Background: an optimization exercise with open tools, aiming at small area and a short achievable clock period. Do not read the settings as production practice. At most, simulation tests tie the RTL to the original design; equivalence was not proved. Power figures rest on the tool's default switching activity, not on a simulated workload.

==> job 3839: inputs <==
==> flow/design.v <==
module instr_mem_responder #(
    parameter int              ADDR_W   = 16,
    parameter int              DATA_W   = 16,
    parameter int              DEPTH    = 256,
    parameter int              LATENCY  = 2,
    parameter logic [DATA_W-1:0] OOR_WORD = '0
) (
    input  logic                  clock,
    input  logic                  reset,
    input  logic [ADDR_W-1:0]     PC,
    input  logic                  instrmem_rd,
    input  logic                  load_en,
    input  logic [ADDR_W-1:0]     load_addr,
    input  logic [DATA_W-1:0]     load_data,
    output logic [DATA_W-1:0]     instr_dout,
    output logic                  complete_instr,
    output logic                  busy,
    output logic                  addr_err,
    output logic [31:0]           fetch_count
);
    localparam int IDX_W = (DEPTH > 1) ? $clog2(DEPTH) : 1;
    logic              wb_en;
    logic [IDX_W-1:0]  wb_idx;
    logic [DATA_W-1:0] wb_data;
    logic [IDX_W-1:0]  pc_q;
    logic              oor_q;
    logic              wait_q, resp_q, busy_q, err_q;
    logic [DATA_W-1:0] dout_q;
    logic [31:0]       count;
    logic [DATA_W-1:0] mem [DEPTH];
    always_ff @(posedge clock) begin
        wb_en   <= load_en && (64'(load_addr) < 64'(DEPTH));
        wb_idx  <= load_addr[IDX_W-1:0];
        wb_data <= load_data;
        pc_q    <= PC[IDX_W-1:0];
        oor_q   <= (64'(PC) >= 64'(DEPTH));
    end
    always_ff @(posedge clock) begin
        if (wb_en) begin
            mem[wb_idx] <= wb_data;
        end
    end
    always_ff @(posedge clock or posedge reset) begin
        if (reset) begin
            wait_q <= 1'b0;
            resp_q <= 1'b0;
            busy_q <= 1'b0;
            err_q  <= 1'b0;
            dout_q <= '0;
            count  <= 32'd0;
        end else begin
            wait_q <= !busy_q && instrmem_rd;
            resp_q <= wait_q;
            busy_q <= (!busy_q && instrmem_rd) || wait_q;
            err_q  <= wait_q && oor_q;
            if (wait_q) begin
                dout_q <= oor_q ? OOR_WORD : mem[pc_q];
                if (count != 32'hFFFF_FFFF) begin
                    count <= count + 32'd1;
                end
            end
        end
    end
    assign instr_dout     = dout_q;
    assign complete_instr = resp_q;
    assign addr_err       = err_q;
    assign busy           = busy_q;
    assign fetch_count    = count;
endmodule
==> flow/run.sh <==
#!/bin/bash
# synth_recipe.tcl (not shown) runs the flow's synth.tcl, then flattens the netlist and writes it again
# the make line also repeats each setting of config.mk as NAME=value (left out here)
make -C /OpenROAD-flow-scripts/flow DESIGN_CONFIG=/design/flow/config.mk WORK_HOME=/design/flow/orfs CLKGATE_MAP_FILE= SYNTH_SCRIPT=/design/flow/synth_recipe.tcl finish
==> flow/config.mk <==
export PLATFORM = sky130hd
export DESIGN_NAME = instr_mem_responder
export DESIGN_NICKNAME = instr_mem_responder
export VERILOG_FILES = /design/flow/design.v
export SDC_FILE = /design/flow/constraint.sdc
export NUM_CORES = 4
export LEC_CHECK = 0
export CAP_MARGIN = 20
export CORE_MARGIN = 2
export CORE_UTILIZATION = 40
export SLEW_MARGIN = 20
==> flow/constraint.sdc <==
create_clock -name core_clock -period 6.0 [get_ports {clock}]
set_input_delay 1.2000 -clock core_clock [delete_from_list [all_inputs] [get_ports {clock}]]
set_output_delay 1.2000 -clock core_clock [all_outputs]
set_load 0.01 [all_outputs]
==> job 1827: changes against job 3839 <==
==> flow/design.v, changed modules only <==
module instr_mem_responder #(
    parameter int              ADDR_W   = 16,
    parameter int              DATA_W   = 16,
    parameter int              DEPTH    = 256,
    parameter int              LATENCY  = 2,
    parameter logic [DATA_W-1:0] OOR_WORD = '0
) (
    input  logic                  clock,
    input  logic                  reset,
    input  logic [ADDR_W-1:0]     PC,
    input  logic                  instrmem_rd,
    input  logic                  load_en,
    input  logic [ADDR_W-1:0]     load_addr,
    input  logic [DATA_W-1:0]     load_data,
    output logic [DATA_W-1:0]     instr_dout,
    output logic                  complete_instr,
    output logic                  busy,
    output logic                  addr_err,
    output logic [31:0]           fetch_count
);
    logic [15:0] wb_hi, wb_lo;    
    logic [15:0] wb_data;
    logic [15:0] sel_lo, sel_hi;
    logic        oor_q;
    logic        wait_q, resp_q, busy_q, err_q;
    logic [15:0] dout_q;
    logic [31:0] count;
    logic [15:0] mem [256];
    logic [15:0] rd_word;
    always_ff @(posedge clock) begin
        for (int i = 0; i < 16; i++) begin
            wb_hi[i] <= load_en && (load_addr[15:8] == 8'd0) && (load_addr[7:4] == 4'(i));
            wb_lo[i] <= (load_addr[3:0] == 4'(i));
        end
        wb_data <= load_data;
        oor_q   <= (PC[15:8] != 8'd0);
        for (int i = 0; i < 16; i++) begin
            sel_lo[i] <= (PC[3:0] != 4'(i));
            sel_hi[i] <= !((PC[7:4] == 4'(i)) && (PC[15:8] == 8'd0));
        end
    end
    for (genvar w = 0; w < 256; w++) begin : g_word
        always_ff @(posedge clock) begin
            if (wb_hi[w/16] && wb_lo[w%16]) begin
                mem[w] <= wb_data;
            end
        end
    end
    always_comb begin
        rd_word = '1;
        for (int i = 0; i < 16; i++) begin
            logic [15:0] part;
            part = '1;
            for (int j = 0; j < 16; j++) begin
                part = part & (mem[16*i+j] | {16{sel_lo[j]}});
            end
            rd_word = rd_word & (part | {16{sel_hi[i]}});
        end
        rd_word = rd_word & {16{!oor_q}};
    end
    always_ff @(posedge clock or posedge reset) begin
        if (reset) begin
            wait_q <= 1'b0;
            resp_q <= 1'b0;
            busy_q <= 1'b0;
            err_q  <= 1'b0;
            dout_q <= '0;
            count  <= 32'd0;
        end else begin
            wait_q <= !busy_q && instrmem_rd;
            resp_q <= wait_q;
            busy_q <= (!busy_q && instrmem_rd) || wait_q;
            err_q  <= wait_q && oor_q;
            if (wait_q) begin
                dout_q <= rd_word;
                if (count != 32'hFFFF_FFFF) begin
                    count <= count + 32'd1;
                end
            end
        end
    end
    assign instr_dout     = dout_q;
    assign complete_instr = resp_q;
    assign addr_err       = err_q;
    assign busy           = busy_q;
    assign fetch_count    = count;
endmodule
Settings changed: ABC_CLOCK_PERIOD_IN_PS from default to 2500, CORE_UTILIZATION 40 to 48, CTS_CLUSTER_DIAMETER from default to 100, CTS_CLUSTER_SIZE from default to 25, PLACE_DENSITY from default to 0.62, SETUP_SLACK_MARGIN from default to 3.3.
==> impl_metrics.toml <==
[run_status]
outcome = "finished with violations"
so.violations = "antenna violations"

[cells_and_area]
final_cell_mix = "4,096 x edfxtp_1, 2,005 x o22ai_1, 692 x nor2_1, 335 x buf_4, 236 x clkbuf_16"
multi_input_area_share_pct = 13.6

[power]
comb_power_uw = 2390

[floorplan]
die_area_um2 = 318000
initial_core_util_pct = 48.2

[placed_design]
placed_area_um2 = 157000

[drt]
dr_wl_met3_um = 92400
final_antenna_net_count = 3

[sta]
tightestPinTransition_ns = 1.41

[yosys]
syn_inst = 8491
That was job 1827.
==> impl_metrics.toml <==
[clock_network]
tritoncts = "built"
ctsResizeCount = 0
hold_buffers = 0

[run_status]
outcome = "timing/DRC/antenna clean"

[sta]
fin_ws_ns = 1.14
tightestPinTransition_ns = 1.19

[cells_and_area]
antenna_cells = 8
multi_input_area_share_pct = 18.2
final_util_pct = 46.0
final_cell_mix = "4,096 x edfxtp_1, 806 x mux4_2, 585 x mux2i_1, 427 x clkbuf_16, 399 x buf_4"
final_cell_area_um2 = 184000

[worst_setup_path]
critPathMaxStageDelay_ns = 1.02
critPathBufInv = 2

[drt]
dr_wl_met3_um = 36800
final_antenna_net_count = 0

[floorplan]
initial_core_util_pct = 40.3
die_area_um2 = 408000

[power]
comb_power_uw = 2760
power_frac_seq_pct = 52.8
p_leak_uw = 0.0582

[yosys]
syn_inst = 7560
That was job 3839.

* * *

==> run a: inputs <==
instr_mem_responder, a different RTL version from the one above (not shown whole).
==> module instr_mem_responder, before the edit <==
module instr_mem_responder #(
    parameter int              ADDR_W   = 16,
    parameter int              DATA_W   = 16,
    parameter int              DEPTH    = 256,
    parameter int              LATENCY  = 2,
    parameter logic [DATA_W-1:0] OOR_WORD = '0
) (
    input  logic                  clock,
    input  logic                  reset,
    input  logic [ADDR_W-1:0]     PC,
    input  logic                  instrmem_rd,
    input  logic                  load_en,
    input  logic [ADDR_W-1:0]     load_addr,
    input  logic [DATA_W-1:0]     load_data,
    output logic [DATA_W-1:0]     instr_dout,
    output logic                  complete_instr,
    output logic                  busy,
    output logic                  addr_err,
    output logic [31:0]           fetch_count
);
    logic        wb_en;           
    logic [15:0] wb_hi, wb_lo;    
    logic [15:0] wb_data;
    logic [15:0] sel_lo, sel_hi;
    logic        oor_q;
    logic        wait_q, resp_q, busy_q, err_q;
    logic [15:0] dout_q;
    logic [31:0] count;
    logic [15:0] mem [256];
    logic [15:0] rd_word;
    always_ff @(posedge clock) begin
        for (int i = 0; i < 16; i++) begin
            wb_hi[i] <= (load_addr[7:4] == 4'(i));
            wb_lo[i] <= (load_addr[3:0] == 4'(i));
        end
        wb_en   <= load_en && (load_addr[15:8] == 8'd0);
        wb_data <= load_data;
        oor_q   <= (PC[15:8] != 8'd0);
        for (int i = 0; i < 16; i++) begin
            sel_lo[i] <= (PC[3:0] != 4'(i));
            sel_hi[i] <= (PC[7:4] != 4'(i));
        end
    end
    for (genvar w = 0; w < 256; w++) begin : g_word
        always_ff @(posedge clock) begin
            if (wb_en && wb_hi[w/16] && wb_lo[w%16]) begin
                mem[w] <= wb_data;
            end
        end
    end
    always_comb begin
        rd_word = '1;
        for (int i = 0; i < 16; i++) begin
            logic [15:0] part;
            part = '1;
            for (int j = 0; j < 16; j++) begin
                part = part & (mem[16*i+j] | {16{sel_lo[j]}});
            end
            rd_word = rd_word & (part | {16{sel_hi[i]}});
        end
        rd_word = rd_word & {16{!oor_q}};
    end
    always_ff @(posedge clock or posedge reset) begin
        if (reset) begin
            wait_q <= 1'b0;
            resp_q <= 1'b0;
            busy_q <= 1'b0;
            err_q  <= 1'b0;
            dout_q <= '0;
            count  <= 32'd0;
        end else begin
            wait_q <= !busy_q && instrmem_rd;
            resp_q <= wait_q;
            busy_q <= (!busy_q && instrmem_rd) || wait_q;
            err_q  <= wait_q && oor_q;
            if (wait_q) begin
                dout_q <= rd_word;
                if (count != 32'hFFFF_FFFF) begin
                    count <= count + 32'd1;
                end
            end
        end
    end
    assign instr_dout     = dout_q;
    assign complete_instr = resp_q;
    assign addr_err       = err_q;
    assign busy           = busy_q;
    assign fetch_count    = count;
endmodule
make LEC_CHECK=0 ABC_CLOCK_PERIOD_IN_PS=2500 CAP_MARGIN=20 CORE_MARGIN=2 CORE_UTILIZATION=40 CTS_CLUSTER_DIAMETER=100 CTS_CLUSTER_SIZE=25 SETUP_SLACK_MARGIN=3.5 SLEW_MARGIN=20 finish   # period 6.0 ns
run.sh (not shown) runs the stock make flow with config.mk's settings and CLKGATE_MAP_FILE= SYNTH_SCRIPT=/design/flow/synth_recipe.tcl, a recipe that flattens the netlist after the stock synthesis.
==> run b (differences from run a) <==
--- a/flow/design.v
+++ b/flow/design.v
@@ -20,4 +20,4 @@
 );
-    logic        wb_en;           
-    logic [15:0] wb_hi, wb_lo;    
+    logic        wb_en;
+    logic [7:0]  wb_idx;
     logic [15:0] wb_data;
@@ -31,7 +31,4 @@
     always_ff @(posedge clock) begin
-        for (int i = 0; i < 16; i++) begin
-            wb_hi[i] <= (load_addr[7:4] == 4'(i));
-            wb_lo[i] <= (load_addr[3:0] == 4'(i));
-        end
         wb_en   <= load_en && (load_addr[15:8] == 8'd0);
+        wb_idx  <= load_addr[7:0];
         wb_data <= load_data;
@@ -39,4 +36,4 @@
         for (int i = 0; i < 16; i++) begin
-            sel_lo[i] <= (PC[3:0] != 4'(i));
-            sel_hi[i] <= (PC[7:4] != 4'(i));
+            sel_lo[i] <= (PC[3:0] == 4'(i));
+            sel_hi[i] <= (PC[7:4] == 4'(i)) && (PC[15:8] == 8'd0);
         end
@@ -45,3 +42,3 @@
         always_ff @(posedge clock) begin
-            if (wb_en && wb_hi[w/16] && wb_lo[w%16]) begin
+            if (wb_en && (wb_idx == 8'(w))) begin
                 mem[w] <= wb_data;
@@ -51,12 +48,11 @@
     always_comb begin
-        rd_word = '1;
+        rd_word = '0;
         for (int i = 0; i < 16; i++) begin
             logic [15:0] part;
-            part = '1;
+            part = '0;
             for (int j = 0; j < 16; j++) begin
-                part = part & (mem[16*i+j] | {16{sel_lo[j]}});
+                part = part | (mem[16*i+j] & {16{sel_lo[j]}});
             end
-            rd_word = rd_word & (part | {16{sel_hi[i]}});
+            rd_word = rd_word | (part & {16{sel_hi[i]}});
         end
-        rd_word = rd_word & {16{!oor_q}};
     end
--- a/flow/config.mk
+++ b/flow/config.mk
@@ -11,4 +11,2 @@
 export CORE_UTILIZATION = 40
-export CTS_CLUSTER_DIAMETER = 100
-export CTS_CLUSTER_SIZE = 25
 export SETUP_SLACK_MARGIN = 3.5
==> qor summary <==
quantity                                                                      run b                     run a
Register-to-register setup slack                                            3010 ps                   2910 ps
Average instance area after synthesis                                      19.6 um2                  17.8 um2
Worst Hold Slack                                                             526 ps                    475 ps
Internal power component                                                    47.7 mW                   39.7 mW
Clock share of power                                                          42.5%                     31.0%
Endpoint required time on the critical path                                 6810 ps                   6880 ps
Weighted congestion reported at the end of routability-driven placement       0.861                     0.869
Number of flip-flops and latches                                               4206                      4230
Portion of the layout cell area used by non-clock buffers                     6.07%                     7.16%
Normalized max-slew margin                                                    20.8%                     4.85%
Outcome                                                    timing/DRC/antenna clean  finished with violations
Layout check failures                                                             -        antenna violations
Total CTS buffers                                                               420                       198
Yosys cell types                                                                 42                        50
Multi-input combinational cell area                                       27100 um2                 24800 um2
Critical path depth                                                               9                        11
Routed wirelength normalized by instance count                              37.0 um                   38.2 um
Cell Area, Synth                                                         151000 um2                150000 um2
Met3 GRT Util                                                                 7.45%                     7.54%
Register share of total power                                                 53.4%                     63.8%
Power dissipated in sequential cells                                        32.5 mW                   32.6 mW
Buffers inserted by post-CTS timing repair                                      287                       293
Function not checked in run a: the RTL went through the layout flow alone.

[re-timing with driven ports]
In the flow no input, the clock included, has a driving cell. The finished layouts below were timed again as built, in two steps.
Step 1: set_driving_cell puts a clkbuf_16 on clock and a buf_2 on each other input, an assumption about the parent block.
Step 2 times the ports against the registers' clock, not the clock port: input delays grow and output delays shrink by t, the midpoint of the rising clock arrivals with the driver on.
Three values: no drivers, after step 1, after step 2; two values: the first two.
| run | t, ns | slack for setup (ns) | hold slack, ns | latest minus earliest clock arrival (ns) |
|---|---|---|---|---|
| job 3839 | 1.077 | 1.136 / 1.136 / 1.136 | 0.480 / 0.480 / 0.480 | 0.065 / 0.065 |
| job 1827 | 1.069 | 2.878 / 2.878 / 2.800 | 0.437 / 0.437 / 0.437 | 0.090 / 0.091 |
| run a | 1.053 | 2.910 / 2.910 / 2.566 | 0.475 / 0.475 / 0.475 | 0.113 / 0.112 |
| run b | 1.078 | 3.014 / 2.986 / 3.014 | 0.526 / 0.526 / 0.526 | 0.059 / 0.060 |
For run a, which loses most, drivers alone change the setup slack by 0.000 ns; drivers and shift together by -0.344 ns.
